Context: an optimization exercise on an open-source flow, tuned for small area and a short achievable clock period. The choices shown serve that exercise and are no tape-out recipe.
At most, simulation tests tie the RTL to the original design; equivalence was not proved.
Only the layout flow was run in run 1; the RTL was not checked for function there.
No run shown here takes its clock network from TritonCTS; it comes from the design's own scripts or RTL.
No driver is modelled on the clock port, so clock power and skew are understated where the tree is cut down; a real chip needs a root buffer or a tree.
Power and IR drop assume default switching activity.

## flow/design.v (module list and top-level ports; edited modules follow where they fit)
// module core_settings_regs: 195 lines
// module stick_deadzone: 39 lines
// module color_correct: 86 lines
// module cc_rb: 582 lines
// module rtc_packer: 30 lines
// module core_top: 67 lines
module core_top #(
  parameter int reset_pulse_cycles = 1048576
) (
  input  logic                          clk_74a,
  input  logic                          pll_core_locked,
  input  logic [core_pkg::bridge_w-1:0] bridge_addr,
  input  logic                          bridge_wr,
  input  logic [core_pkg::bridge_w-1:0] bridge_wr_data,
  input  logic [31:0]                   cont1_joy,
  input  logic [core_pkg::bridge_w-1:0] rtc_date,
  input  logic [core_pkg::bridge_w-1:0] rtc_time,
  input  logic [core_pkg::rgb_w-1:0]    rgb_in,
  input  logic                          de_in,
  input  logic                          vs_in,
  input  logic [core_pkg::chan_w-1:0]   snap_index,
  output logic                          core_reset,
  output logic [core_pkg::chan_w-1:0]   stick_x,
  output logic [core_pkg::chan_w-1:0]   stick_y,
  output logic [23:0]                   video_rgb,
  output logic                          video_de,
  output logic [core_pkg::rtc_w-1:0]    rtc_word
);
  // ...
==> flow/flow/run.sh <==
#!/bin/bash
# The standard layout (standard.sh), with these changes to how it is made:
# - the ports get the smallest buffer (buf_1) instead of the delay buffer
#   buffer_ports picks by itself;
# - after synthesis, polar.py removes inverters between adder cells by
#   flipping full adders (a full adder is self-dual), without touching the
#   registers or changing the logic function;
# - after global placement, the gate that makes core_reset gets its own
#   buffer on pll_core_locked (clone_reset_buf.tcl), apart from the reset tree;
# - after clock tree synthesis, its 17-buffer H-tree is replaced by a root
#   buffer and leaf buffers over k-means groups of the registers, as many
#   groups (from 8) as keep the estimated clock-pin slew under 95 ps
#   (post_cts.tcl, manual_cts.tcl);
# - timing repair aims for 10.3 ns of setup slack, well beyond the 18 ns
#   constraint, so that it shortens the critical paths.
# - the constant outputs share the tie cells synthesis made, instead of one
#   tie cell per output (SKIP_REPAIR_TIE_FANOUT).
# The constraints (constraint.sdc) and everything else are the standard flow's.
set -eo pipefail
export BUFFER_PORTS_ARGS="-buffer_cell sky130_fd_sc_hd__buf_1"
export SETUP_SLACK_MARGIN=10.3
export SKIP_REPAIR_TIE_FANOUT=1
export CTS_ARGS="-sink_clustering_enable -repair_clock_nets -buf_list sky130_fd_sc_hd__clkbuf_8 -dont_use_dummy_load"
export POST_CTS_TCL=$PWD/flow/post_cts.tcl
export MCTS_LEAVES=8
export MCTS_SLEW_TARGET=0.095
export MCTS_LEAF=sky130_fd_sc_hd__clkbuf_8
export MCTS_ROOT=sky130_fd_sc_hd__clkbuf_8
RES=$PWD/orfs/results/sky130hd/core_top/base
bash standard.sh $RES/1_2_yosys.v 2>&1 | tee standard_0.log
python3 flow/polar.py $RES/1_2_yosys.v $RES/1_2_yosys.v 2>&1 | tee polar.log
bash standard.sh $RES/3_3_place_gp.odb 2>&1 | tee standard_1.log
CLONE_ODB=$RES/3_3_place_gp.odb openroad -no_init -exit flow/clone_reset_buf.tcl 2>&1 | tee clone.log
bash standard.sh 2>&1 | tee standard_2.log
==> flow/flow/clone_reset_buf.tcl <==
# Give the core_reset gate its own input buffer on pll_core_locked, so that
# the combinational pll_core_locked -> core_reset path does not wait on the
# buffer that also drives the registers' reset tree.
set odb_file $::env(CLONE_ODB)
read_db $odb_file
set block [ord::get_db_block]
set db [ord::get_db]
set pnet [$block findNet pll_core_locked]
set inbuf ""
foreach it [$pnet getITerms] {
  if {[$it isInputSignal]} { set inbuf [$it getInst] }
}
if {$inbuf eq ""} { puts "clone: no input buffer found"; exit 0 }
set bnet [[$inbuf findITerm X] getNet]
# core_reset port -> output buffer -> gate
set onet [$block findNet core_reset]
set obuf ""
foreach it [$onet getITerms] { if {[$it isOutputSignal]} { set obuf [$it getInst] } }
set gnet [[$obuf findITerm A] getNet]
proc driver_inst {net} {
  foreach it [$net getITerms] { if {[$it isOutputSignal]} { return [$it getInst] } }
  return ""
}
# search the fan-in cone of core_reset (a few gates deep) for the input pin
# fed by the pll_core_locked input buffer, directly or through buffers
proc on_inbuf {net bnet} {
  for {set k 0} {$k < 4} {incr k} {
    if {[$net getName] eq [$bnet getName]} { return 1 }
    set d [driver_inst $net]
    if {$d eq "" || ![string match "*buf*" [[$d getMaster] getName]]} { return 0 }
    set net [[$d findITerm A] getNet]
  }
  return 0
}
set gpin ""
set frontier [list $gnet]
for {set lvl 0} {$lvl < 4 && $gpin eq ""} {incr lvl} {
  set next {}
  foreach net $frontier {
    set g [driver_inst $net]
    if {$g eq ""} { continue }
    foreach it [$g getITerms] {
      if {![$it isInputSignal] || [$it getNet] eq "NULL"} { continue }
      if {[on_inbuf [$it getNet] $bnet]} { set gpin $it; set gate $g; break }
      lappend next [$it getNet]
    }
    if {$gpin ne ""} { break }
  }
  set frontier $next
}
if {$gpin eq ""} { puts "clone: core_reset gate not on the input buffer net"; exit 0 }
puts "clone: input buffer [$inbuf getName], output buffer [$obuf getName], gate [$gate getName] pin [[$gpin getMTerm] getName]"
set m [$db findMaster sky130_fd_sc_hd__buf_1]
set ni [odb::dbInst_create $block $m "core_reset_pll_buf"]
set nn [odb::dbNet_create $block "core_reset_pll_net"]
[$ni findITerm A] connect $pnet
[$ni findITerm X] connect $nn
$gpin disconnect
$gpin connect $nn
foreach t [$ni getITerms] { set n [$t getMTerm]; if {[$n getSigType] eq "POWER"} { $t connect [$block findNet VDD] } ; if {[$n getSigType] eq "GROUND"} { $t connect [$block findNet VSS] } }
set loc [$gate getLocation]
$ni setLocation [lindex $loc 0] [lindex $loc 1]
$ni setPlacementStatus PLACED
write_db $odb_file
==> flow/flow/manual_cts.tcl <==
# Manual clock tree: the clock port drives one root buffer, which drives one
# leaf buffer per group of registers; the groups are formed by k-means on the
# register positions. Used instead of TritonCTS's H-tree, which for this small
# design builds 17 buffers.
proc manual_clock_tree {nleaf leaf_master root_master} {
  set block [ord::get_db_block]
  set db [ord::get_db]
  set clknet [$block findNet clk_74a]
  set sinks {}
  foreach it [$clknet getITerms] {
    if {[$it isInputSignal]} { lappend sinks $it }
  }
  set n [llength $sinks]
  # positions
  set xs {}; set ys {}
  foreach it $sinks {
    set b [[$it getInst] getBBox]
    lappend xs [expr {([$b xMin] + [$b xMax]) / 2.0}]
    lappend ys [expr {([$b yMin] + [$b yMax]) / 2.0}]
  }
  # k-means, initial centres spread along x then y
  set idx [lsort -integer -indices [lmap x $xs {expr {int($x)}}]]
  set cx {}; set cy {}
  for {set k 0} {$k < $nleaf} {incr k} {
    set i [lindex $idx [expr {int(($k + 0.5) * $n / $nleaf)}]]
    lappend cx [lindex $xs $i]; lappend cy [lindex $ys $i]
  }
  for {set iter 0} {$iter < 50} {incr iter} {
    set asg {}
    for {set i 0} {$i < $n} {incr i} {
      set best 0; set bd 1e30
      for {set k 0} {$k < $nleaf} {incr k} {
        set d [expr {abs([lindex $xs $i] - [lindex $cx $k]) + abs([lindex $ys $i] - [lindex $cy $k])}]
        if {$d < $bd} { set bd $d; set best $k }
      }
      lappend asg $best
    }
    set ncx {}; set ncy {}
    for {set k 0} {$k < $nleaf} {incr k} {
      set sx 0; set sy 0; set c 0
      for {set i 0} {$i < $n} {incr i} {
        if {[lindex $asg $i] == $k} { set sx [expr {$sx + [lindex $xs $i]}]; set sy [expr {$sy + [lindex $ys $i]}]; incr c }
      }
      if {$c > 0} { lappend ncx [expr {$sx / $c}]; lappend ncy [expr {$sy / $c}] } else { lappend ncx [lindex $cx $k]; lappend ncy [lindex $cy $k] }
    }
    set cx $ncx; set cy $ncy
  }
  set lm [$db findMaster $leaf_master]
  set rm [$db findMaster $root_master]
  set vdd [$block findNet VDD]; set vss [$block findNet VSS]
  proc pg {inst vdd vss} {
    foreach t [$inst getITerms] {
      set s [[$t getMTerm] getSigType]
      if {$s eq "POWER"} { $t connect $vdd }
      if {$s eq "GROUND"} { $t connect $vss }
    }
  }
  # root buffer at the centre of the leaves
  set rx 0; set ry 0
  foreach x $cx y $cy { set rx [expr {$rx + $x}]; set ry [expr {$ry + $y}] }
  set rx [expr {int($rx / $nleaf)}]; set ry [expr {int($ry / $nleaf)}]
  set root [odb::dbInst_create $block $rm "clkroot_buf"]
  set rnet [odb::dbNet_create $block "clkroot_net"]
  $rnet setSigType CLOCK
  [$root findITerm A] connect $clknet
  [$root findITerm X] connect $rnet
  pg $root $vdd $vss
  $root setLocation $rx $ry; $root setPlacementStatus PLACED
  for {set k 0} {$k < $nleaf} {incr k} {
    set lb [odb::dbInst_create $block $lm "clkleaf_buf_$k"]
    set lnet [odb::dbNet_create $block "clkleaf_net_$k"]
    $lnet setSigType CLOCK
    [$lb findITerm A] connect $rnet
    [$lb findITerm X] connect $lnet
    pg $lb $vdd $vss
    $lb setLocation [expr {int([lindex $cx $k])}] [expr {int([lindex $cy $k])}]
    $lb setPlacementStatus PLACED
    for {set i 0} {$i < $n} {incr i} {
      if {[lindex $asg $i] == $k} {
        set it [lindex $sinks $i]
        $it disconnect
        $it connect $lnet
      }
    }
  }
  puts "manual_clock_tree: $n sinks, $nleaf leaves"
}
==> flow/flow/polar.py <==
#!/usr/bin/env python3
"""Inverter cleanup on a mapped sky130 netlist from yosys.

A full adder is self-dual: FA(~a, ~b, ~c) = (~sum, ~cout). Yosys's extract_fa
leaves inverters between adder cells when neighbouring adders were extracted
in opposite polarity. This pass flips full adders where that removes
inverters, and removes inverter pairs. The logic function is unchanged.
usage: polar.py in.v out.v
"""
import re, sys, collections

INV = "sky130_fd_sc_hd__inv_1"
FA_RE = re.compile(r"sky130_fd_sc_hd__fa_\d+$")

def parse(text):
    # split module into header, cell instances, trailer
    m = re.search(r"(module\s.*?;)(.*)(endmodule)", text, re.S)
    head, body, tail = text[:m.end(1)], m.group(2), text[m.start(3):]
    items = []   # list of ("raw", str) or ("cell", typ, name, [(pin, net)])
    pos = 0
    cell_re = re.compile(r"\s*(sky130_fd_sc_hd__\w+)\s+(\S+)\s*\((.*?)\);", re.S)
    for stmt in re.finditer(r"[^;]*;", body, re.S):
        s = stmt.group(0)
        cm = cell_re.fullmatch(s)
        if cm:
            pins = [(p, n.strip()) for p, n in re.findall(r"\.(\w+)\(([^()]*)\)", cm.group(3))]
            items.append(["cell", cm.group(1), cm.group(2), pins])
        else:
            items.append(["raw", s])
        pos = stmt.end()
    rest = body[pos:]
    return head, items, rest, tail

OUTPINS = {"X", "Y", "Q", "Q_N", "SUM", "COUT", "HI", "LO"}

def run(text):
    head, items, rest, tail = parse(text)
    cells = [it for it in items if it[0] == "cell"]
    newwires = []
    cnt = [0]
    def fresh():
        cnt[0] += 1
        w = f"_polar{cnt[0]}_"
        newwires.append(w)
        return w
    def build():
        drv, loads = {}, collections.defaultdict(list)
        for c in cells:
            if c[0] != "cell": continue
            for i, (p, n) in enumerate(c[3]):
                if p in OUTPINS: drv[n] = (c, p)
                else: loads[n].append((c, i))
        return drv, loads
    protected = set()  # nets that are ports: never remove their drivers' identity
    ports = set(re.findall(r"(?:input|output)\s+(?:\[[^\]]*\]\s*)?([^;\s]+)", head + "".join(x[1] for x in items if x[0] == "raw")))
    changed = True
    rounds = 0
    while changed and rounds < 50:
        changed = False; rounds += 1
        drv, loads = build()
        # 1) inverter pairs: inv(inv(x)) -> x for loads that are not ports
        for c in cells:
            if c[0] != "cell" or c[1] != INV: continue
            a = dict(c[3])["A"]; y = dict(c[3])["Y"]
            d = drv.get(a)
            if d and d[0][1] == INV and y not in ports:
                x = dict(d[0][3])["A"]
                for (lc, i) in loads[y]:
                    lc[3][i] = (lc[3][i][0], x)
                c[0] = "dead"; changed = True
        if changed: 
            cells[:] = [c for c in cells if c[0] == "cell"]
            # drop inverters with no loads
            drv, loads = build()
            for c in cells:
                if c[1] == INV and dict(c[3])["Y"] not in ports and not loads[dict(c[3])["Y"]]:
                    c[0] = "dead"
            cells[:] = [c for c in cells if c[0] == "cell"]
            continue
        # 2) flip a full adder when that saves inverters
        best = None
        for c in cells:
            if not FA_RE.match(c[1]): continue
            pins = dict(c[3])
            ins = [pins["A"], pins["B"], pins["CIN"]]
            outs = [pins["SUM"], pins["COUT"]]
            cost = 0
            for n in ins:
                d = drv.get(n)
                if d and d[0][1] == INV and len(loads[n]) == 1 and n not in ports:
                    cost -= 1          # its inverter goes away
                else:
                    cost += 1          # needs a new inverter
            for n in outs:
                ls = loads[n]
                if n in ports or not ls: cost += 1; continue
                if all(lc[1] == INV for lc, _ in ls):
                    cost -= len(ls)    # each load inverter goes away
                    cost += 0
                else:
                    cost += 1          # new inverter on the output
            if cost < 0 and (best is None or cost < best[0]):
                best = (cost, c)
        if best:
            cost, c = best
            pins = dict(c[3])
            newpins = []
            for p, n in c[3]:
                if p in ("A", "B", "CIN"):
                    d = drv.get(n)
                    if d and d[0][1] == INV and len(loads[n]) == 1 and n not in ports:
                        newpins.append((p, dict(d[0][3])["A"])); d[0][0] = "dead"
                    else:
                        w = fresh(); cells.append(["cell", INV, f"_polar_i{cnt[0]}_", [("A", n), ("Y", w)]])
                        newpins.append((p, w))
                elif p in ("SUM", "COUT"):
                    ls = loads[n]
                    w = fresh()
                    if n not in ports and ls and all(lc[1] == INV for lc, _ in ls):
                        # every load is an inverter: they now see the true value
                        for lc, i in ls:
                            y = dict(lc[3])["Y"]
                            for (llc, j) in loads[y]:
                                llc[3][j] = (llc[3][j][0], w)
                            if y in ports:
                                lc[3] = [("A", w), ("Y", y)]; lc[1] = "sky130_fd_sc_hd__buf_1"
                            else:
                                lc[0] = "dead"
                    else:
                        cells.append(["cell", INV, f"_polar_o{cnt[0]}_", [("A", w), ("Y", n)]])
                    newpins.append((p, w))
                else:
                    newpins.append((p, n))
            c[3] = newpins
            cells[:] = [x for x in cells if x[0] == "cell"]
            changed = True
    # re-emit
    out = [head]
    wires = "".join(f"\n  wire {w};" for w in newwires)
    out.append(wires)
    for it in items:
        if it[0] == "raw": out.append(it[1])
    for c in cells:
        pins = ",\n".join(f"    .{p}({n}{' ' if n.startswith(chr(92)) else ''})" for p, n in c[3])
        out.append(f"\n  {c[1]} {c[2]} (\n{pins}\n  );")
    out.append(rest); out.append("\n" + tail)
    return "".join(out)

if __name__ == "__main__":
    text = open(sys.argv[1]).read()
    res = run(text)
    open(sys.argv[2], "w").write(res)
    b = len(re.findall(INV + r"\s", text)); a = len(re.findall(INV + r"\s", res))
    print(f"polar: inverters {b} -> {a}", file=sys.stderr)
==> flow/flow/post_cts.tcl <==
source [file join [file dirname [info script]] manual_cts.tcl]
set block [ord::get_db_block]
set clknet [$block findNet clk_74a]
set sinks {}
foreach inst [$block getInsts] {
  set ck [$inst findITerm CLK]
  if {$ck ne "NULL" && [$ck getNet] ne "NULL"} { lappend sinks $ck }
}
proc remove_tree {block} {
  set removed 0
  foreach inst [$block getInsts] {
    set n [$inst getName]
    if {[string match "clkbuf_*" $n] || [string match "clkload*" $n] || [string match "clkroot_buf" $n] || [string match "clkleaf_buf_*" $n]} {
      odb::dbInst_destroy $inst; incr removed
    }
  }
  foreach net [$block getNets] {
    set n [$net getName]
    if {[string match "clknet_*" $n] || $n eq "clkroot_net" || [string match "clkleaf_net_*" $n]} { odb::dbNet_destroy $net }
  }
  return $removed
}
proc worst_clk_slew {} {
  estimate_parasitics -placement
  set worst 0
  foreach pin [get_pins -of_objects [all_registers] -filter "name==CLK"] {
    set s [get_property $pin slew_max]
    if {$s > $worst} { set worst $s }
  }
  return $worst
}
set target $::env(MCTS_SLEW_TARGET)
for {set nleaf $::env(MCTS_LEAVES)} {$nleaf <= 20} {incr nleaf} {
  set removed [remove_tree $block]
  foreach ck $sinks { if {[$ck getNet] ne "NULL"} { $ck disconnect }; $ck connect $clknet }
  manual_clock_tree $nleaf $::env(MCTS_LEAF) $::env(MCTS_ROOT)
  set w [worst_clk_slew]
  puts "post_cts: $nleaf leaves, removed $removed cells, worst clock-pin slew $w"
  if {$w <= $target} { break }
}
detailed_placement
check_placement -verbose
set w [worst_clk_slew]
puts "post_cts: after legalizing, worst clock-pin slew $w"
==> flow/standard.sh <==
#!/bin/bash
# synth_recipe.tcl (not shown) runs the flow's synth.tcl, then flattens the netlist and writes it again
# the make line also repeats each setting of config.mk as NAME=value (left out here)
make -C /OpenROAD-flow-scripts/flow DESIGN_CONFIG=/design/flow/config.mk WORK_HOME=/design/flow/orfs CLKGATE_MAP_FILE= SYNTH_SCRIPT=/design/flow/synth_recipe.tcl "${@:-finish}"
==> flow/config.mk <==
export PLATFORM = sky130hd
export DESIGN_NAME = core_top
export DESIGN_NICKNAME = core_top
export VERILOG_FILES = /design/flow/design.v
export SDC_FILE = /design/flow/constraint.sdc
export NUM_CORES = 4
export LEC_CHECK = 0
export CAP_MARGIN = 20
export CORE_MARGIN = 2
export CORE_UTILIZATION = 40
export SLEW_MARGIN = 20
==> flow/constraint.sdc <==
create_clock -name core_clock -period 18.0 [get_ports {clk_74a}]
set_input_delay 3.6000 -clock core_clock [delete_from_list [all_inputs] [get_ports {clk_74a}]]
set_output_delay 3.6000 -clock core_clock [all_outputs]
set_load 0.01 [all_outputs]
==> impl_metrics.csv, run 1 <==
group,metric,value,unit
outcome,status,"finished clean",
worst_setup_path,critPathArrivalTime,3.95,ns
timing,maxSlewHeadroom,43.3,%
cells_and_area,utilization,45.3,%
worst_setup_path,path_buf_inv,2,
timing,final.min_clock_period,7.55,ns
global_route,grt_pass1_vias,7218,
floorplan,die_area,0.0250,sq mm
cells_and_area,final_common_cell,"buf_1",
cells_and_area,drive_gt1_share,8.12,%
global_route,grt.total_usage,17.7,%
synth,syn_inst,1015,
worst_setup_path,path_depth,2,
cells_and_area,fill_cells,2335,
clock_network,path_clk_slew,0.06,ns
power,p_int,0.000468,W
min_path,holdCritStartpoint,"i_settings.pulse_lfsr[1]",
timing,worstMarginPinSlew,0.851,ns
cells_and_area,n_antenna_cell,0,
cells_and_area,largest_reg_flops,32,
global_route,top_usage_layer,"met2",
worst_setup_path,crit_end,"rtc_word[1]",
worst_setup_path,path_class,"in2out",
synth,syn_area_per_cell,9.37,sq um
global_route,grt_first_pass_wirelength,35700,um
timing,setup_slack,10.45,ns
==> module stick_deadzone, before the edit <==
module stick_deadzone (
  input  logic                        clk_74a,
  input  logic                        pll_core_locked,
  input  logic [core_pkg::chan_w-1:0] joy_x,
  input  logic [core_pkg::chan_w-1:0] joy_y,
  input  logic [core_pkg::chan_w-1:0] deadzone,
  output logic [core_pkg::chan_w-1:0] stick_x,
  output logic [core_pkg::chan_w-1:0] stick_y
);
  logic [6:0] ux;
  logic [6:0] uy;
  logic [7:0] sum_s;
  logic [7:0] sum_c;
  logic       ny;
  logic       outside;
  assign ux = joy_x[6:0] ^ {7{~joy_x[7]}};
  assign uy = joy_y[6:0] ^ {7{~joy_y[7]}};
  assign sum_s = {~deadzone[7], ux ^ uy ^ ~deadzone[6:0]};
  assign sum_c = {(ux & uy) | (ux & ~deadzone[6:0]) | (uy & ~deadzone[6:0]), ~joy_x[7]};
  assign ny    = ~joy_y[7];
  wire dz_0 = (sum_s[0] & sum_c[0]) | ((sum_s[0] | sum_c[0]) & ny);
  wire dz_1 = (sum_s[1] & sum_c[1]) | ((sum_s[1] | sum_c[1]) & dz_0);
  wire dz_2 = (sum_s[2] & sum_c[2]) | ((sum_s[2] | sum_c[2]) & dz_1);
  wire dz_3 = (sum_s[3] & sum_c[3]) | ((sum_s[3] | sum_c[3]) & dz_2);
  wire dz_4 = (sum_s[4] & sum_c[4]) | ((sum_s[4] | sum_c[4]) & dz_3);
  wire dz_5 = (sum_s[5] & sum_c[5]) | ((sum_s[5] | sum_c[5]) & dz_4);
  wire dz_6 = (sum_s[6] & sum_c[6]) | ((sum_s[6] | sum_c[6]) & dz_5);
  wire dz_7 = (sum_s[7] & sum_c[7]) | ((sum_s[7] | sum_c[7]) & dz_6);
  assign outside = dz_7;
  always_ff @(posedge clk_74a or negedge pll_core_locked) begin
    if (!pll_core_locked) begin
      stick_x <= core_pkg::stick_center;
      stick_y <= core_pkg::stick_center;
    end else begin
      stick_x <= outside ? joy_x : core_pkg::stick_center;
      stick_y <= outside ? joy_y : core_pkg::stick_center;
    end
  end
endmodule
==> run 2: changes to the inputs <==
--- a/flow/design.v
+++ b/flow/design.v
@@ -243,15 +243,38 @@
   assign sum_s = {~deadzone[7], ux ^ uy ^ ~deadzone[6:0]};
   assign sum_c = {(ux & uy) | (ux & ~deadzone[6:0]) | (uy & ~deadzone[6:0]), ~joy_x[7]};
   assign ny    = ~joy_y[7];
-  wire dz_0 = (sum_s[0] & sum_c[0]) | ((sum_s[0] | sum_c[0]) & ny);
-  wire dz_1 = (sum_s[1] & sum_c[1]) | ((sum_s[1] | sum_c[1]) & dz_0);
-  wire dz_2 = (sum_s[2] & sum_c[2]) | ((sum_s[2] | sum_c[2]) & dz_1);
-  wire dz_3 = (sum_s[3] & sum_c[3]) | ((sum_s[3] | sum_c[3]) & dz_2);
-  wire dz_4 = (sum_s[4] & sum_c[4]) | ((sum_s[4] | sum_c[4]) & dz_3);
-  wire dz_5 = (sum_s[5] & sum_c[5]) | ((sum_s[5] | sum_c[5]) & dz_4);
-  wire dz_6 = (sum_s[6] & sum_c[6]) | ((sum_s[6] | sum_c[6]) & dz_5);
-  wire dz_7 = (sum_s[7] & sum_c[7]) | ((sum_s[7] | sum_c[7]) & dz_6);
-  assign outside = dz_7;
+  wire dz_0 = sum_s[0] & sum_c[0];
+  wire dz_1 = sum_s[0] | sum_c[0];
+  wire dz_2 = sum_s[1] & sum_c[1];
+  wire dz_3 = sum_s[1] | sum_c[1];
+  wire dz_4 = sum_s[2] & sum_c[2];
+  wire dz_5 = sum_s[2] | sum_c[2];
+  wire dz_6 = sum_s[3] & sum_c[3];
+  wire dz_7 = sum_s[3] | sum_c[3];
+  wire dz_8 = sum_s[4] & sum_c[4];
+  wire dz_9 = sum_s[4] | sum_c[4];
+  wire dz_10 = sum_s[5] & sum_c[5];
+  wire dz_11 = sum_s[5] | sum_c[5];
+  wire dz_12 = sum_s[6] & sum_c[6];
+  wire dz_13 = sum_s[6] | sum_c[6];
+  wire dz_14 = sum_s[7] & sum_c[7];
+  wire dz_15 = sum_s[7] | sum_c[7];
+  wire dz_16 = dz_0 | (dz_1 & ny);
+  wire dz_17 = dz_2 | (dz_3 & dz_16);
+  wire dz_18 = dz_3 & dz_1;
+  wire dz_19 = dz_6 | (dz_7 & dz_4);
+  wire dz_20 = dz_7 & dz_5;
+  wire dz_21 = dz_10 | (dz_11 & dz_8);
+  wire dz_22 = dz_11 & dz_9;
+  wire dz_23 = dz_14 | (dz_15 & dz_12);
+  wire dz_24 = dz_15 & dz_13;
+  wire dz_25 = dz_19 | (dz_20 & dz_17);
+  wire dz_26 = dz_20 & dz_18;
+  wire dz_27 = dz_23 | (dz_24 & dz_21);
+  wire dz_28 = dz_24 & dz_22;
+  wire dz_29 = dz_27 | (dz_28 & dz_25);
+  wire dz_30 = dz_28 & dz_26;
+  assign outside = dz_29;
   always_ff @(posedge clk_74a or negedge pll_core_locked) begin
     if (!pll_core_locked) begin
       stick_x <= core_pkg::stick_center;
==> run 2 against run 1 <==
Compared with the run above:
- worst hold slack improved by 0.0086 ns
- critical endpoint is now i_color.video_rgb[22]
- worst setup slack worse by 0.017 ns
- first-iteration DRC count rose by 34%
- cell count fell by 0.61%
- critical path type is now in2reg
- global-route usage is 0.73 points higher
- wire length rose by 3.4%
- maximum frequency is 0.22% lower
- sequential share of layout area is 0.41 points higher
- area after synthesis increased by 0.24%
- synthesized cell count rose by 0.59%
- clock skew increased by 0.0091 ns
- utilization is 0.72 points lower
- still clean on timing, DRC and antenna
==> impl_metrics.csv, run 2 <==
group,metric,value,unit
drt,viasPerCell,5.12,
worst_setup_path,r2r_end,"i_color.video_rgb[22]",
power,combPwrFrac,39.1,%
min_path,hold_path.class,"reg2reg",
synth,syn_area,0.00953,sq mm
min_path,holdCritStartpoint,"i_color.video_rgb[20]",
clock_network,path_clk_slew,0.09,ns
worst_setup_path,required,18.28,ns
worst_setup_path,critical-path-top-delay-family,"compound AO/OA/AOI/OAI gates",
global_route,grt_pass1_vias,7388,
placed_design,place_area,0.0101,sq mm
worst_setup_path,max_stage_delay,0.58,ns
min_path,hold_end,"i_color.video_rgb[20]",
power,leakage,4.63,nW
drt,detail_route.iter0.violations,410,
clock_network,clock_insertion_delay_worst_skew,0.42,ns
worst_setup_path,crit_path_cell_trace,"buf_2 -> or3_1 -> o211ai_1 -> a32o_2 -> a31o_4 -> nor2_4 -> a22o_1 -> fa_1 -> fa_1 -> nand2b_1 -> o21ai_0 -> a2111oi_2 -> or3_4 -> o2111ai_4 -> a311oi_2 -> xnor2_1 -> a21oi_1",
worst_setup_path,path_class,"in2reg",
drt,post-route-drc-count,0,
worst_setup_path,path_buf_inv,1,
worst_setup_path,end_kind,"register",
drt,wire_per_inst,16.0,um
global_route,grt_first_pass_wirelength,37400,um
global_route,grt_max_degree,69,
floorplan,io_pins,304,
worst_setup_path,critPathArrivalTime,7.85,ns
floorplan,start_util,40.7,%
cells_and_area,top_regs,"i_rtc.prev_time: 32 flops, i_color.video_rgb: 24 flops, i_settings.pulse_lfsr: 20 flops",
floorplan,die_h,158,um
power,p_int,0.000449,W
timing,worstMarginPinSlew,0.979,ns
power,power.share.clock,19.9,%
worst_setup_path,r2r_slack,10.73,ns
synth,syn_area_per_cell,9.34,sq um
timing,final.min_clock_period,7.57,ns
power,switchingPower,0.000248,W
cells_and_area,postLayoutCellArea,0.0104,sq mm
power,powerDensity,66.9,mW/mm^2
worst_setup_path,critPathMaxFanout,9,
timing,maxSlewHeadroom,34.7,%
cells_and_area,layout_common_cells,"buf_1 (178), dfrtp_1 (107), nand2_1 (93)",
cells_and_area,largest_register,"i_rtc.prev_time",
clock_network,numClockSinks,114,
cells_and_area,largest_reg_flops,32,
worst_setup_path,slowest_stage,"fa_1",
worst_setup_path,crit_top_cell,"fa_1",
timing,whs,0.481,ns
floorplan,die_area,0.0251,sq mm
drt,dr.pass1.iters,5,
floorplan,row_count,56,
synth,ys_warn_count,5,
timing,skew,0.0284,ns
timing,setup_viol,0,
outcome,status,"finished clean",
floorplan,die_w,158,um
timing,timing.final.hold_violations,0,
timing,finalCritPeriodShare,42.1,%
timing,setup_tns,0,ns
floorplan,core_area,0.0234,sq mm
cells_and_area,drive_gt1_share,7.30,%
min_path,holdPathStages,2,
timing,drv_slew,0,
placed_design,dpl.hpwl,18300,um
power,ir_drop,46.3,uV
worst_setup_path,rr_worst_depth,24,
flow_run,drv_cap,0,
power,p_seq_share,41.0,%
power,p_sw_share,35.6,%
global_route,antenna_found_initial,0,
timing,rsz0062_at_grt,"yes",
synth,syn_inst,1021,
cells_and_area,finalNetCount,1452,
cells_and_area,n_antenna_cell,0,
worst_setup_path,start_kind,"primary input",
drt,vias,7459,
cells_and_area,final_common_cell,"buf_1",
drt,routed_wl,23300,um
placed_design,gp_congestion,0.797,
synth,synth_nets,1334,
global_route,overflow,0,
cells_and_area,area_delta_synth_final,9.33,%
worst_setup_path,reg2reg_from,"i_settings.strength[0]",
placed_design,io_buffers,184,
timing,fmax,132,MHz
global_route,grt.total_usage,18.4,%
drt,antenna_left,0,
==> run 2: worst max-delay path by stage <==
stage | start | endpoint | slack (ns) | cells after the start
2_1_floorplan | rgb_in[19] | i_color.video_rgb[22] | 10.30 | 19
3_3_place_gp | rgb_in[19] | i_color.video_rgb[22] | 9.49 | 19
3_5_place_dp | rgb_in[19] | i_color.video_rgb[22] | 9.46 | 20
5_1_grt | rgb_in[18] | i_color.video_rgb[22] | 10.21 | 17
6_report | rgb_in[18] | i_color.video_rgb[22] | 10.43 | 17
==> run 2: layout make-up <==
type	count	area, sq um
multi-input combinational	719	5820
tap	319	399
timing repair buffer	201	836
buffer	13	169
inverter	90	339
fill	2325	13000
sequential	114	2860
==> run 2: worst min-delay path, stage by stage (launching register included) <==
cell	delay, ns
dfrtp_1	0.35
nand2_1	0.04
o21ai_0	0.06
==> run 2: metrics by stage <==
step	util, %	worst slack (ns)	power [W]	instances
after global routing	44.5	10.21	0.000751	1456
after detailed placement	43.0	9.46	0.000550	1431
after floorplan	-	10.30	0.000481	1021
after global placement	42.9	9.49	0.000545	1430
final	44.5	10.43	0.000697	1456
==> run 2: layer usage <==
layer / wire length [um] / GRT usage, % / share of wire, %
met1: 10500 / 25.0 / 45
met3: 1050 / 2.26 / 4.5
met4: 340 / 3.30 / 1.5
met5: 0 / 0 / 0
met2: 11400 / 32.0 / 49
==> run 2: power by group through the flow <==
stage / Clock [W] / Combinational, W / Sequential [W]
6_report: 0.000139 / 0.000272 / 0.000286
3_3_place_gp: 0 / 0.000255 / 0.000290
3_5_place_dp: 0 / 0.000259 / 0.000291
2_1_floorplan: 0 / 0.000185 / 0.000296
5_1_grt: 0.000156 / 0.000307 / 0.000288
==> module core_settings_regs, before the edit <==
module core_settings_regs #(
  parameter int reset_pulse_cycles = 1048576
) (
  input  logic                          clk_74a,
  input  logic                          pll_core_locked,
  input  logic                          bridge_wr,
  input  logic [core_pkg::bridge_w-1:0] bridge_addr,
  input  logic [core_pkg::bridge_w-1:0] bridge_wr_data,
  output logic                          core_reset,
  output logic [core_pkg::chan_w-1:0]   deadzone,
  output logic [core_pkg::chan_w-1:0]   strength,
  output logic                          square_pixels
);
  localparam logic [19:0] pulse_start = 20'h00001;
  localparam logic [19:0] pulse_last  = 20'h80000;
  logic [19:0] pulse_lfsr;
  logic        pulse_active;
  always_ff @(posedge clk_74a or negedge pll_core_locked) begin
    if (!pll_core_locked) begin
      pulse_lfsr   <= '0;
      pulse_active <= 1'b0;
    end else if (bridge_wr && bridge_addr == core_pkg::addr_reset_pulse) begin
      pulse_lfsr   <= pulse_start;
      pulse_active <= 1'b1;
    end else begin
      if (pulse_lfsr == pulse_last) begin
        pulse_lfsr <= '0;
      end else begin
        pulse_lfsr <= {pulse_lfsr[18:0], pulse_lfsr[19] ^ pulse_lfsr[16]};
      end
      if (pulse_lfsr == '0) begin
        pulse_active <= 1'b0;
      end
    end
  end
  assign core_reset = !pll_core_locked || pulse_active;
  logic [2:0] strength_g;
  logic [7:0] strength_raw;
  logic [7:0] strength_next;
  always_comb begin
    case (bridge_wr_data[6:0])
      7'd0: strength_g = 3'd0;
      7'd1: strength_g = 3'd0;
      7'd2: strength_g = 3'd0;
      7'd3: strength_g = 3'd0;
      7'd4: strength_g = 3'd0;
      7'd5: strength_g = 3'd0;
      7'd6: strength_g = 3'd0;
      7'd7: strength_g = 3'd0;
      7'd8: strength_g = 3'd0;
      7'd9: strength_g = 3'd0;
      7'd10: strength_g = 3'd0;
      7'd11: strength_g = 3'd1;
      7'd12: strength_g = 3'd0;
      7'd13: strength_g = 3'd1;
      7'd14: strength_g = 3'd0;
      7'd15: strength_g = 3'd1;
      7'd16: strength_g = 3'd0;
      7'd17: strength_g = 3'd1;
      7'd18: strength_g = 3'd0;
      7'd19: strength_g = 3'd1;
      7'd20: strength_g = 3'd1;
      7'd21: strength_g = 3'd1;
      7'd22: strength_g = 3'd1;
      7'd23: strength_g = 3'd1;
      7'd24: strength_g = 3'd1;
      7'd25: strength_g = 3'd1;
      7'd26: strength_g = 3'd1;
      7'd27: strength_g = 3'd1;
      7'd28: strength_g = 3'd1;
      7'd29: strength_g = 3'd1;
      7'd30: strength_g = 3'd1;
      7'd31: strength_g = 3'd2;
      7'd32: strength_g = 3'd1;
      7'd33: strength_g = 3'd2;
      7'd34: strength_g = 3'd1;
      7'd35: strength_g = 3'd2;
      7'd36: strength_g = 3'd1;
      7'd37: strength_g = 3'd2;
      7'd38: strength_g = 3'd1;
      7'd39: strength_g = 3'd2;
      7'd40: strength_g = 3'd2;
      7'd41: strength_g = 3'd2;
      7'd42: strength_g = 3'd2;
      7'd43: strength_g = 3'd2;
      7'd44: strength_g = 3'd2;
      7'd45: strength_g = 3'd2;
      7'd46: strength_g = 3'd2;
      7'd47: strength_g = 3'd2;
      7'd48: strength_g = 3'd2;
      7'd49: strength_g = 3'd2;
      7'd50: strength_g = 3'd2;
      7'd51: strength_g = 3'd3;
      7'd52: strength_g = 3'd2;
      7'd53: strength_g = 3'd3;
      7'd54: strength_g = 3'd2;
      7'd55: strength_g = 3'd3;
      7'd56: strength_g = 3'd2;
      7'd57: strength_g = 3'd3;
      7'd58: strength_g = 3'd2;
      7'd59: strength_g = 3'd3;
      7'd60: strength_g = 3'd3;
      7'd61: strength_g = 3'd3;
      7'd62: strength_g = 3'd3;
      7'd63: strength_g = 3'd3;
      7'd64: strength_g = 3'd3;
      7'd65: strength_g = 3'd3;
      7'd66: strength_g = 3'd3;
      7'd67: strength_g = 3'd3;
      7'd68: strength_g = 3'd3;
      7'd69: strength_g = 3'd3;
      7'd70: strength_g = 3'd3;
      7'd71: strength_g = 3'd4;
      7'd72: strength_g = 3'd3;
      7'd73: strength_g = 3'd4;
      7'd74: strength_g = 3'd3;
      7'd75: strength_g = 3'd4;
      7'd76: strength_g = 3'd3;
      7'd77: strength_g = 3'd4;
      7'd78: strength_g = 3'd3;
      7'd79: strength_g = 3'd4;
      7'd80: strength_g = 3'd4;
      7'd81: strength_g = 3'd4;
      7'd82: strength_g = 3'd4;
      7'd83: strength_g = 3'd4;
      7'd84: strength_g = 3'd4;
      7'd85: strength_g = 3'd4;
      7'd86: strength_g = 3'd4;
      7'd87: strength_g = 3'd4;
      7'd88: strength_g = 3'd4;
      7'd89: strength_g = 3'd4;
      7'd90: strength_g = 3'd4;
      7'd91: strength_g = 3'd5;
      7'd92: strength_g = 3'd4;
      7'd93: strength_g = 3'd5;
      7'd94: strength_g = 3'd4;
      7'd95: strength_g = 3'd5;
      7'd96: strength_g = 3'd4;
      7'd97: strength_g = 3'd5;
      7'd98: strength_g = 3'd4;
      7'd99: strength_g = 3'd5;
      7'd100: strength_g = 3'd5;
      7'd101: strength_g = 3'd5;
      7'd102: strength_g = 3'd5;
      7'd103: strength_g = 3'd5;
      7'd104: strength_g = 3'd5;
      7'd105: strength_g = 3'd5;
      7'd106: strength_g = 3'd5;
      7'd107: strength_g = 3'd5;
      7'd108: strength_g = 3'd5;
      7'd109: strength_g = 3'd5;
      7'd110: strength_g = 3'd5;
      7'd111: strength_g = 3'd6;
      7'd112: strength_g = 3'd5;
      7'd113: strength_g = 3'd6;
      7'd114: strength_g = 3'd5;
      7'd115: strength_g = 3'd6;
      7'd116: strength_g = 3'd5;
      7'd117: strength_g = 3'd6;
      7'd118: strength_g = 3'd5;
      7'd119: strength_g = 3'd6;
      7'd120: strength_g = 3'd6;
      7'd121: strength_g = 3'd6;
      7'd122: strength_g = 3'd6;
      7'd123: strength_g = 3'd6;
      7'd124: strength_g = 3'd6;
      7'd125: strength_g = 3'd6;
      7'd126: strength_g = 3'd6;
      7'd127: strength_g = 3'd6;
    endcase
  end
  assign strength_raw  = {bridge_wr_data[6:0], 1'b0} + {2'b0, bridge_wr_data[6:1]} + {5'b0, strength_g};
  assign strength_next = strength_raw | {8{bridge_wr_data[7:0] >= 8'd100}};
  always_ff @(posedge clk_74a or negedge pll_core_locked) begin
    if (!pll_core_locked) begin
      deadzone      <= '0;
      strength      <= '0;
      square_pixels <= 1'b0;
    end else if (bridge_wr) begin
      case (bridge_addr)
        core_pkg::addr_deadzone: begin
          deadzone <= bridge_wr_data[core_pkg::chan_w-1:0];
        end
        core_pkg::addr_color_corr: begin
          strength <= strength_next;
        end
        core_pkg::addr_square_pixels: begin
          square_pixels <= bridge_wr_data[0];
        end
        default: begin
        end
      endcase
    end
  end
endmodule
==> module color_correct, before the edit <==
module color_correct (
  input  logic                        clk_74a,
  input  logic                        pll_core_locked,
  input  logic [core_pkg::rgb_w-1:0]  rgb_in,
  input  logic                        de_in,
  input  logic                        vs_in,
  input  logic [core_pkg::chan_w-1:0] snap_index,
  input  logic [core_pkg::chan_w-1:0] strength,
  input  logic                        square_pixels,
  output core_pkg::video_word_u       video_rgb,
  output logic                        video_de
);
  logic                  prev_vs;
  logic                  snap_even;
  logic [7:0]            out_g;
  core_pkg::video_word_u pix_word;
  core_pkg::video_word_u slot_word;
  cc_rb i_rb (
    .cr (rgb_in[23:16]),
    .cb (rgb_in[7:0]),
    .s  (strength),
    .or_(pix_word.pixel.r),
    .ob (pix_word.pixel.b)
  );
  logic g_lt;
  logic g_dec;
  wire gl_0 = rgb_in[8] & ~strength[0];
  wire gl_1 = rgb_in[8] | ~strength[0];
  wire gl_2 = rgb_in[9] & ~strength[1];
  wire gl_3 = rgb_in[9] | ~strength[1];
  wire gl_4 = rgb_in[10] & ~strength[2];
  wire gl_5 = rgb_in[10] | ~strength[2];
  wire gl_6 = rgb_in[11] & ~strength[3];
  wire gl_7 = rgb_in[11] | ~strength[3];
  wire gl_8 = rgb_in[12] & ~strength[4];
  wire gl_9 = rgb_in[12] | ~strength[4];
  wire gl_10 = rgb_in[13] & ~strength[5];
  wire gl_11 = rgb_in[13] | ~strength[5];
  wire gl_12 = rgb_in[14] & ~strength[6];
  wire gl_13 = rgb_in[14] | ~strength[6];
  wire gl_14 = rgb_in[15] & ~strength[7];
  wire gl_15 = rgb_in[15] | ~strength[7];
  wire gl_16 = gl_2 | (gl_3 & gl_0);
  wire gl_17 = gl_3 & gl_1;
  wire gl_18 = gl_6 | (gl_7 & gl_4);
  wire gl_19 = gl_7 & gl_5;
  wire gl_20 = gl_10 | (gl_11 & gl_8);
  wire gl_21 = gl_11 & gl_9;
  wire gl_22 = gl_14 | (gl_15 & gl_12);
  wire gl_23 = gl_15 & gl_13;
  wire gl_24 = gl_18 | (gl_19 & gl_16);
  wire gl_25 = gl_19 & gl_17;
  wire gl_26 = gl_22 | (gl_23 & gl_20);
  wire gl_27 = gl_23 & gl_21;
  wire gl_28 = gl_26 | (gl_27 & gl_24);
  wire gl_29 = gl_27 & gl_25;
  assign g_lt             = gl_28;
  assign g_dec            = rgb_in[15] ? g_lt : (rgb_in[15:8] != 8'd0);
  assign out_g            = rgb_in[15:8] - {7'd0, g_dec};
  assign pix_word.pixel.g = out_g;
  always_comb begin
    slot_word.slot.pad_hi             = '0;
    slot_word.slot.slot_interlace_odd = snap_even;
    slot_word.slot.slot_square        = square_pixels;
    slot_word.slot.pad_lo             = '0;
  end
  always_ff @(posedge clk_74a or negedge pll_core_locked) begin
    if (!pll_core_locked) begin
      prev_vs   <= 1'b0;
      snap_even <= 1'b1;
      video_de  <= 1'b0;
      video_rgb <= '0;
    end else begin
      prev_vs  <= vs_in;
      video_de <= de_in;
      if (vs_in && !prev_vs) begin
        snap_even <= ~snap_index[0];
      end
      if (de_in) begin
        video_rgb <= pix_word;
      end else if (video_de) begin
        video_rgb <= slot_word;
      end
    end
  end
endmodule
==> run 3: changes to the inputs <==
--- a/flow/design.v
+++ b/flow/design.v
@@ -199,7 +199,33 @@
       7'd127: strength_g = 3'd6;
     endcase
   end
-  assign strength_raw  = {bridge_wr_data[6:0], 1'b0} + {2'b0, bridge_wr_data[6:1]} + {5'b0, strength_g};
+  wire st_0 = bridge_wr_data[0] ^ bridge_wr_data[2];
+  wire st_1 = bridge_wr_data[0] & bridge_wr_data[2];
+  wire st_2 = bridge_wr_data[1] ^ bridge_wr_data[3] ^ strength_g[2];
+  wire st_3 = (bridge_wr_data[1] & bridge_wr_data[3]) | (bridge_wr_data[1] & strength_g[2]) | (bridge_wr_data[3] & strength_g[2]);
+  wire st_4 = bridge_wr_data[2] ^ bridge_wr_data[4];
+  wire st_5 = bridge_wr_data[2] & bridge_wr_data[4];
+  wire st_6 = bridge_wr_data[3] ^ bridge_wr_data[5];
+  wire st_7 = bridge_wr_data[3] & bridge_wr_data[5];
+  wire st_8 = bridge_wr_data[4] ^ bridge_wr_data[6];
+  wire st_9 = bridge_wr_data[4] & bridge_wr_data[6];
+  wire st_10 = bridge_wr_data[1] ^ strength_g[0];
+  wire st_11 = bridge_wr_data[1] & strength_g[0];
+  wire st_12 = st_0 ^ strength_g[1] ^ st_11;
+  wire st_13 = (st_0 & strength_g[1]) | (st_0 & st_11) | (strength_g[1] & st_11);
+  wire st_14 = st_1 ^ st_2 ^ st_13;
+  wire st_15 = (st_1 & st_2) | (st_1 & st_13) | (st_2 & st_13);
+  wire st_16 = st_3 ^ st_4 ^ st_15;
+  wire st_17 = (st_3 & st_4) | (st_3 & st_15) | (st_4 & st_15);
+  wire st_18 = st_5 ^ st_6 ^ st_17;
+  wire st_19 = (st_5 & st_6) | (st_5 & st_17) | (st_6 & st_17);
+  wire st_20 = st_7 ^ st_8 ^ st_19;
+  wire st_21 = (st_7 & st_8) | (st_7 & st_19) | (st_8 & st_19);
+  wire st_22 = st_9 ^ bridge_wr_data[5] ^ st_21;
+  wire st_23 = (st_9 & bridge_wr_data[5]) | (st_9 & st_21) | (bridge_wr_data[5] & st_21);
+  wire st_24 = bridge_wr_data[6] ^ 1'b0 ^ st_23;
+  wire st_25 = (bridge_wr_data[6] & 1'b0) | (bridge_wr_data[6] & st_23) | (1'b0 & st_23);
+  assign strength_raw  = {st_24, st_22, st_20, st_18, st_16, st_14, st_12, st_10};
   assign strength_next = strength_raw | {8{bridge_wr_data[7:0] >= 8'd100}};
   always_ff @(posedge clk_74a or negedge pll_core_locked) begin
     if (!pll_core_locked) begin
@@ -243,38 +269,15 @@
   assign sum_s = {~deadzone[7], ux ^ uy ^ ~deadzone[6:0]};
   assign sum_c = {(ux & uy) | (ux & ~deadzone[6:0]) | (uy & ~deadzone[6:0]), ~joy_x[7]};
   assign ny    = ~joy_y[7];
-  wire dz_0 = sum_s[0] & sum_c[0];
-  wire dz_1 = sum_s[0] | sum_c[0];
-  wire dz_2 = sum_s[1] & sum_c[1];
-  wire dz_3 = sum_s[1] | sum_c[1];
-  wire dz_4 = sum_s[2] & sum_c[2];
-  wire dz_5 = sum_s[2] | sum_c[2];
-  wire dz_6 = sum_s[3] & sum_c[3];
-  wire dz_7 = sum_s[3] | sum_c[3];
-  wire dz_8 = sum_s[4] & sum_c[4];
-  wire dz_9 = sum_s[4] | sum_c[4];
-  wire dz_10 = sum_s[5] & sum_c[5];
-  wire dz_11 = sum_s[5] | sum_c[5];
-  wire dz_12 = sum_s[6] & sum_c[6];
-  wire dz_13 = sum_s[6] | sum_c[6];
-  wire dz_14 = sum_s[7] & sum_c[7];
-  wire dz_15 = sum_s[7] | sum_c[7];
-  wire dz_16 = dz_0 | (dz_1 & ny);
-  wire dz_17 = dz_2 | (dz_3 & dz_16);
-  wire dz_18 = dz_3 & dz_1;
-  wire dz_19 = dz_6 | (dz_7 & dz_4);
-  wire dz_20 = dz_7 & dz_5;
-  wire dz_21 = dz_10 | (dz_11 & dz_8);
-  wire dz_22 = dz_11 & dz_9;
-  wire dz_23 = dz_14 | (dz_15 & dz_12);
-  wire dz_24 = dz_15 & dz_13;
-  wire dz_25 = dz_19 | (dz_20 & dz_17);
-  wire dz_26 = dz_20 & dz_18;
-  wire dz_27 = dz_23 | (dz_24 & dz_21);
-  wire dz_28 = dz_24 & dz_22;
-  wire dz_29 = dz_27 | (dz_28 & dz_25);
-  wire dz_30 = dz_28 & dz_26;
-  assign outside = dz_29;
+  wire dz_0 = (sum_s[0] & sum_c[0]) | ((sum_s[0] | sum_c[0]) & ny);
+  wire dz_1 = (sum_s[1] & sum_c[1]) | ((sum_s[1] | sum_c[1]) & dz_0);
+  wire dz_2 = (sum_s[2] & sum_c[2]) | ((sum_s[2] | sum_c[2]) & dz_1);
+  wire dz_3 = (sum_s[3] & sum_c[3]) | ((sum_s[3] | sum_c[3]) & dz_2);
+  wire dz_4 = (sum_s[4] & sum_c[4]) | ((sum_s[4] | sum_c[4]) & dz_3);
+  wire dz_5 = (sum_s[5] & sum_c[5]) | ((sum_s[5] | sum_c[5]) & dz_4);
+  wire dz_6 = (sum_s[6] & sum_c[6]) | ((sum_s[6] | sum_c[6]) & dz_5);
+  wire dz_7 = (sum_s[7] & sum_c[7]) | ((sum_s[7] | sum_c[7]) & dz_6);
+  assign outside = dz_7;
   always_ff @(posedge clk_74a or negedge pll_core_locked) begin
     if (!pll_core_locked) begin
       stick_x <= core_pkg::stick_center;
@@ -312,36 +315,14 @@
   logic g_lt;
   logic g_dec;
   wire gl_0 = rgb_in[8] & ~strength[0];
-  wire gl_1 = rgb_in[8] | ~strength[0];
-  wire gl_2 = rgb_in[9] & ~strength[1];
-  wire gl_3 = rgb_in[9] | ~strength[1];
-  wire gl_4 = rgb_in[10] & ~strength[2];
-  wire gl_5 = rgb_in[10] | ~strength[2];
-  wire gl_6 = rgb_in[11] & ~strength[3];
-  wire gl_7 = rgb_in[11] | ~strength[3];
-  wire gl_8 = rgb_in[12] & ~strength[4];
-  wire gl_9 = rgb_in[12] | ~strength[4];
-  wire gl_10 = rgb_in[13] & ~strength[5];
-  wire gl_11 = rgb_in[13] | ~strength[5];
-  wire gl_12 = rgb_in[14] & ~strength[6];
-  wire gl_13 = rgb_in[14] | ~strength[6];
-  wire gl_14 = rgb_in[15] & ~strength[7];
-  wire gl_15 = rgb_in[15] | ~strength[7];
-  wire gl_16 = gl_2 | (gl_3 & gl_0);
-  wire gl_17 = gl_3 & gl_1;
-  wire gl_18 = gl_6 | (gl_7 & gl_4);
-  wire gl_19 = gl_7 & gl_5;
-  wire gl_20 = gl_10 | (gl_11 & gl_8);
-  wire gl_21 = gl_11 & gl_9;
-  wire gl_22 = gl_14 | (gl_15 & gl_12);
-  wire gl_23 = gl_15 & gl_13;
-  wire gl_24 = gl_18 | (gl_19 & gl_16);
-  wire gl_25 = gl_19 & gl_17;
-  wire gl_26 = gl_22 | (gl_23 & gl_20);
-  wire gl_27 = gl_23 & gl_21;
-  wire gl_28 = gl_26 | (gl_27 & gl_24);
-  wire gl_29 = gl_27 & gl_25;
-  assign g_lt             = gl_28;
+  wire gl_1 = (rgb_in[9] & ~strength[1]) | ((rgb_in[9] | ~strength[1]) & gl_0);
+  wire gl_2 = (rgb_in[10] & ~strength[2]) | ((rgb_in[10] | ~strength[2]) & gl_1);
+  wire gl_3 = (rgb_in[11] & ~strength[3]) | ((rgb_in[11] | ~strength[3]) & gl_2);
+  wire gl_4 = (rgb_in[12] & ~strength[4]) | ((rgb_in[12] | ~strength[4]) & gl_3);
+  wire gl_5 = (rgb_in[13] & ~strength[5]) | ((rgb_in[13] | ~strength[5]) & gl_4);
+  wire gl_6 = (rgb_in[14] & ~strength[6]) | ((rgb_in[14] | ~strength[6]) & gl_5);
+  wire gl_7 = (rgb_in[15] & ~strength[7]) | ((rgb_in[15] | ~strength[7]) & gl_6);
+  assign g_lt             = gl_7;
   assign g_dec            = rgb_in[15] ? g_lt : (rgb_in[15:8] != 8'd0);
   assign out_g            = rgb_in[15:8] - {7'd0, g_dec};
   assign pix_word.pixel.g = out_g;
==> run 3 against run 2 <==
Compared with the run above:
- still clean on timing, DRC and antenna
- critical path depth rose by 1
- cell area fell by 0.85%
- combinational power rose by 5%
- area after synthesis fell by 2.1%
- clock skew fell by 0.0041 ns
- critical endpoint is now i_color.video_rgb[19]
- largest cell class unchanged
- highest routed layer unchanged
==> impl_metrics.csv, run 3 <==
group,metric,value,unit
timing,worstMarginPinSlew,0.984,ns
floorplan,core_area,0.0228,sq mm
cells_and_area,n_antenna_cell,0,
worst_setup_path,crit_start,"rgb_in[21]",
worst_setup_path,r2r_end,"i_color.video_rgb[21]",
cells_and_area,utilization,45.4,%
cells_and_area,area_delta_synth_final,10.8,%
placed_design,io_buffers,184,
power,ir_drop,50.9,uV
floorplan,row_count,55,
cells_and_area,postLayoutCellArea,0.0103,sq mm
min_path,hold_path.class,"reg2reg",
synth,synth_nets,1306,
synth,syn_area,0.00933,sq mm
power,report.power.total,0.000735,W
drt,antenna_left,0,
placed_design,place_area,0.00994,sq mm
global_route,grt_pass1_vias,7312,
worst_setup_path,crit_path_cell_trace,"clkbuf_4 -> or4_4 -> a21oi_4 -> nor4_2 -> or3_4 -> and2_4 -> nand2_1 -> o21ai_1 -> fa_1 -> inv_1 -> fa_1 -> nand2b_4 -> a21oi_4 -> nand3_2 -> a21oi_4 -> nand3_2 -> a211o_1 -> a32o_1",
worst_setup_path,end_kind,"register",
synth,syn_area_per_cell,9.39,sq um
worst_setup_path,reg2reg_from,"i_settings.strength[1]",
outcome,status,"finished clean",
cells_and_area,drive_gt1_share,9.01,%
global_route,grt_max_degree,73,
power,leakage,4.53,nW
worst_setup_path,crit_end,"i_color.video_rgb[19]",
clock_network,clock_insertion_delay_worst_skew,0.44,ns
cells_and_area,largest_reg_flops,32,
worst_setup_path,max_stage_delay,0.56,ns
floorplan,io_pins,304,
floorplan,die_w,157,um
drt,detail_route.iter0.violations,405,
worst_setup_path,start_kind,"primary input",
placed_design,gp_congestion,0.845,
cells_and_area,final_cells,1423,
clock_network,path_clk_slew,0.08,ns
clock_network,numClockSinks,114,
timing,skew,0.0243,ns
worst_setup_path,path_class,"in2reg",
worst_setup_path,slowest_stage,"or4_4",
cells_and_area,layout_common_cells,"buf_1 (174), dfrtp_1 (107), inv_1 (87)",
drt,wire_per_inst,15.7,um
global_route,overflow,0,
timing,setup_tns,0,ns
cells_and_area,finalNetCount,1424,
timing,rsz0062_at_grt,"no",
worst_setup_path,critPathArrivalTime,7.91,ns
worst_setup_path,rr_worst_depth,25,
floorplan,start_util,41.0,%
timing,maxSlewHeadroom,34.4,%
cells_and_area,largest_register,"i_rtc.prev_time",
placed_design,dpl.hpwl,17200,um
placed_design,dp.cells,1399,
timing,setup_viol,0,
timing,drv_slew,0,
timing,final.min_clock_period,7.57,ns
worst_setup_path,required,18.34,ns
synth,syn_inst,994,
floorplan,die_area,0.0246,sq mm
cells_and_area,final_common_cell,"buf_1",
global_route,antenna_found_initial,0,
worst_setup_path,critPathMaxFanout,13,
power,powerDensity,71.1,mW/mm^2
drt,vias,7141,
timing,timing.final.hold_violations,0,
floorplan,die_h,157,um
drt,routed_wl,22400,um
drt,viasPerCell,5.02,
worst_setup_path,r2r_slack,10.60,ns
global_route,grt.total_usage,18.3,%
cells_and_area,top_regs,"i_rtc.prev_time: 32 flops, i_color.video_rgb: 24 flops, i_settings.pulse_lfsr: 20 flops",
worst_setup_path,crit_top_cell,"a21oi_4",
synth,ys_warn_count,5,
timing,finalCritPeriodShare,42.1,%
timing,fmax,132,MHz
global_route,grt_first_pass_wirelength,36500,um
flow_run,drv_cap,0,
drt,dr.pass1.iters,5,
drt,post-route-drc-count,0,
==> run 3: cell type report <==
type	instances	area, sq um
Tap cell	313	392
Timing Repair Buffer	202	845
Fill cell	2261	12400
Sequential cell	114	2870
Multi-Input combinational cell	690	5690
Buffer	16	210
Inverter	88	334
==> run 3: worst min path at each step <==
stage / slack [ns] / from / end / depth (start not counted)
floorplan: 0.45 / i_rtc.rtc_changed / i_rtc.rtc_changed / 1
global placement: 0.46 / i_settings.pulse_lfsr[17] / i_settings.pulse_lfsr[18] / 1
detailed placement: 0.47 / i_rtc.rtc_changed / i_rtc.rtc_changed / 1
global route: 0.51 / i_settings.pulse_lfsr[17] / i_settings.pulse_lfsr[18] / 1
finish: 0.48 / i_color.snap_even / i_color.snap_even / 2
==> run 3: metrics by stage <==
| step | hold WS [ns] | setup slack (ns) |
|---|---|---|
| 2_1_floorplan | 0.448 | 10.31 |
| 3_3_place_gp | 0.462 | 9.40 |
| 5_1_grt | 0.508 | 10.29 |
| 3_5_place_dp | 0.472 | 9.42 |
| 6_report | 0.479 | 10.43 |
==> run 3: worst max-delay path, delay by kind of cell <==
| family | cells | cell delay (ns) |
|---|---|---|
| AND/OR/NAND/NOR | 8 | 1.80 |
| AO/OA/AOI/OAI | 6 | 1.33 |
| adder cells (fa/ha/maj) | 2 | 0.94 |
| buffers and inverters | 2 | 0.23 |
==> run 3: power breakdown <==
group / total [W] / internal, W / switching [W]
clock: 0.000158 / 0.0000730 / 0.0000849
combinational: 0.000286 / 0.000120 / 0.000167
sequential: 0.000291 / 0.000280 / 0.0000108
==> run 3: metal layers <==
metal,wire length [um],track usage (%),share of wire (%),up-vias
li1,-,-,-,3524
met1,10100,24.3,45,3411
met2,11100,32.1,49,176
met3,897,2.05,4.0,30
met4,363,4.06,1.6,0
met5,0,0,0,-
==> run 4: changes to the inputs <==
--- a/flow/design.v
+++ b/flow/design.v
@@ -63,7 +63,25 @@
       end
     end
   end
-  assign core_reset = !pll_core_locked || pulse_active;
+  if (reset_pulse_cycles != 1048576) begin : g_count
+    localparam int cnt_w = $clog2(reset_pulse_cycles + 1);
+    logic [cnt_w-1:0] pulse_count;
+    always_ff @(posedge clk_74a or negedge pll_core_locked) begin
+      if (!pll_core_locked) begin
+        pulse_count <= '0;
+      end else begin
+        if (pulse_count != '0) begin
+          pulse_count <= pulse_count - cnt_w'(1);
+        end
+        if (bridge_wr && bridge_addr == core_pkg::addr_reset_pulse) begin
+          pulse_count <= cnt_w'(reset_pulse_cycles);
+        end
+      end
+    end
+    assign core_reset = !pll_core_locked || (pulse_count != '0);
+  end else begin : g_lfsr_out
+    assign core_reset = !pll_core_locked || pulse_active;
+  end
   logic [2:0] strength_g;
   logic [7:0] strength_raw;
   logic [7:0] strength_next;
==> run 4 against run 3 <==
Compared with the run above:
- still clean on timing, DRC and antenna
- clock skew unchanged
- sequential share of layout area did not move
- first-iteration DRC count did not move
- clock power barely moved
- power unchanged
- maximum frequency unchanged
- synthesized cell count is the same
- highest routed layer unchanged
==> impl_metrics.csv, run 4 <==
group,metric,value,unit
drt,wire_per_inst,15.7,um
worst_setup_path,critPathMaxFanout,13,
floorplan,io_pins,304,
worst_setup_path,critical-path-top-delay-family,"simple AND/OR/NAND/NOR gates",
floorplan,start_util,41.0,%
placed_design,dp.cells,1399,
drt,viasPerCell,5.02,
drt,post-route-drc-count,0,
clock_network,numClockSinks,114,
synth,syn_area_per_cell,9.39,sq um
floorplan,die_area,0.0246,sq mm
global_route,met2_usage,32.1,%
drt,vias,7141,
global_route,overflow,0,
floorplan,die_w,157,um
timing,rsz0062_at_grt,"no",
timing,finalCritPeriodShare,42.1,%
power,powerDensity,71.1,mW/mm^2
worst_setup_path,crit_top_cell,"a21oi_4",
cells_and_area,finalNetCount,1424,
synth,syn_inst,994,
clock_network,clock_insertion_delay_worst_skew,0.44,ns
power,leakage,4.53,nW
cells_and_area,area_delta_synth_final,10.8,%
global_route,use_met3,2.05,%
timing,maxSlewHeadroom,34.4,%
drt,dr.pass1.iters,5,
cells_and_area,drive_gt1_share,9.01,%
global_route,grt_first_pass_wirelength,36500,um
timing,final.min_clock_period,7.57,ns
cells_and_area,top_regs,"i_rtc.prev_time: 32 flops, i_color.video_rgb: 24 flops, i_settings.pulse_lfsr: 20 flops",
placed_design,dpl.hpwl,17200,um
cells_and_area,largest_reg_flops,32,
cells_and_area,largest_register,"i_rtc.prev_time",
outcome,status,"finished clean",
floorplan,core_area,0.0228,sq mm
power,ir_drop,50.9,uV
global_route,grt_pass1_vias,7312,
cells_and_area,layout_common_cells,"buf_1 (174), dfrtp_1 (107), inv_1 (87)",
timing,fmax,132,MHz
timing,setup_slack,10.43,ns
clock_network,path_clk_slew,0.08,ns
drt,detail_route.iter0.violations,405,
flow_run,drv_cap,0,
timing,worstMarginPinSlew,0.984,ns
timing,drv_slew,0,
drt,antenna_left,0,
placed_design,gp_congestion,0.845,
worst_setup_path,required,18.34,ns
worst_setup_path,slowest_stage,"or4_4",
synth,ys_warn_count,5,
worst_setup_path,crit_path_cell_trace,"clkbuf_4 -> or4_4 -> a21oi_4 -> nor4_2 -> or3_4 -> and2_4 -> nand2_1 -> o21ai_1 -> fa_1 -> inv_1 -> fa_1 -> nand2b_4 -> a21oi_4 -> nand3_2 -> a21oi_4 -> nand3_2 -> a211o_1 -> a32o_1",
min_path,hold_path.class,"reg2reg",
floorplan,die_h,157,um
worst_setup_path,max_stage_delay,0.56,ns
placed_design,preCtsSetupSlack,9.42,ns
synth,syn_area,0.00933,sq mm
cells_and_area,fill_cells,2261,
cells_and_area,multi_input_area,0.00569,sq mm
cells_and_area,final_cells,1423,
timing,skew,0.0243,ns
worst_setup_path,start_kind,"primary input",
cells_and_area,final_common_cell,"buf_1",
global_route,top_usage_layer,"met2",
power,report.power.total,0.000735,W
global_route,grt_max_degree,73,
worst_setup_path,end_kind,"register",
worst_setup_path,path_class,"in2reg",
cells_and_area,n_antenna_cell,0,
timing,timing.final.hold_violations,0,
worst_setup_path,path_buf_inv,2,
worst_setup_path,critPathArrivalTime,7.91,ns
timing,setup_tns,0,ns
placed_design,io_buffers,184,
global_route,grt.total_usage,18.3,%
timing,setup_viol,0,
global_route,antenna_found_initial,0,
floorplan,row_count,55,
placed_design,place_area,0.00994,sq mm
cells_and_area,postLayoutCellArea,0.0103,sq mm
cells_and_area,regArea,0.00287,sq mm
drt,routed_wl,22400,um
synth,synth_nets,1306,
global_route,grtUsageMet1,24.3,%
run 4: final timing paths:
path	startpoint	to	slack [ns]	cells past startpoint
max	rgb_in[21]	i_color.video_rgb[19]	10.43	18
min	i_color.snap_even	i_color.snap_even	0.48	2
max reg2reg	i_settings.strength[1]	i_color.video_rgb[21]	10.60	25
min reg2reg	i_color.snap_even	i_color.snap_even	0.48	2
max in group asynchronous	pll_core_locked	i_color.video_rgb[11]	13.46	2
min in group asynchronous	pll_core_locked	i_stick.stick_x[4]	3.20	1
run 4: tightest hold or removal path: stages, from the launching register on:
cell,delay (ns)
dfstp_2,0.37
nand2_1,0.04
o21ai_0,0.07
run 4: cell type report:
| cell class | instances | share of cell area (%) |
|---|---|---|
| timing repair buffer | 202 | 8.17 |
| buffer | 16 | 2.03 |
| sequential | 114 | 27.7 |
| tap | 313 | 3.79 |
| multi-input combinational | 690 | 55.0 |
| inverter | 88 | 3.23 |
run 4: layer usage:
layer,vias to the layer above,share of wire (%)
met5,-,0
met4,0,1.6
met3,30,4.0
met2,176,49
met1,3411,45
li1,3524,-
run 4: through the flow:
step,hold slack [ns],util (%)
global route,0.508,45.4
floorplan,0.448,-
global placement,0.462,43.6
detailed placement,0.472,43.6
finish,0.479,45.4
run 4: report_power, final:
group	switching [W]	internal, W	leakage [nW]
sequential	0.0000108	0.000280	1.39
clock	0.0000849	0.0000730	0.108
combinational	0.000167	0.000120	3.02
total	0.000262	0.000472	4.53

[separate check: timing with driven ports]
How much do the figures lean on ideal ports? The routed layouts below were timed once more, with nothing changed but the port constraints. Step 1: set_driving_cell puts a clkbuf_16 on clk_74a and a buf_2 on each other input, an assumption about the parent block. Step 2 also shifts input and output timing later by t, the mid clock arrival at the registers, as if the neighbouring blocks saw the same clock. Slacks: ideal ports / drivers / drivers and shift; pairs: ideal ports / drivers.
run | t, ns | setup WS [ns] | slew at the worst register clock pin (ns)
run 1 | 0.472 | 10.447 / 10.420 / 10.038 | 0.07 / 0.07
run 2 | 0.440 | 10.430 / 10.421 / 9.996 | 0.09 / 0.09
run 3 | 0.466 | 10.431 / 10.434 / 9.973 | 0.08 / 0.08
run 4 | 0.466 | 10.431 / 10.434 / 9.973 | 0.08 / 0.08
After both steps every run listed still meets setup and hold.
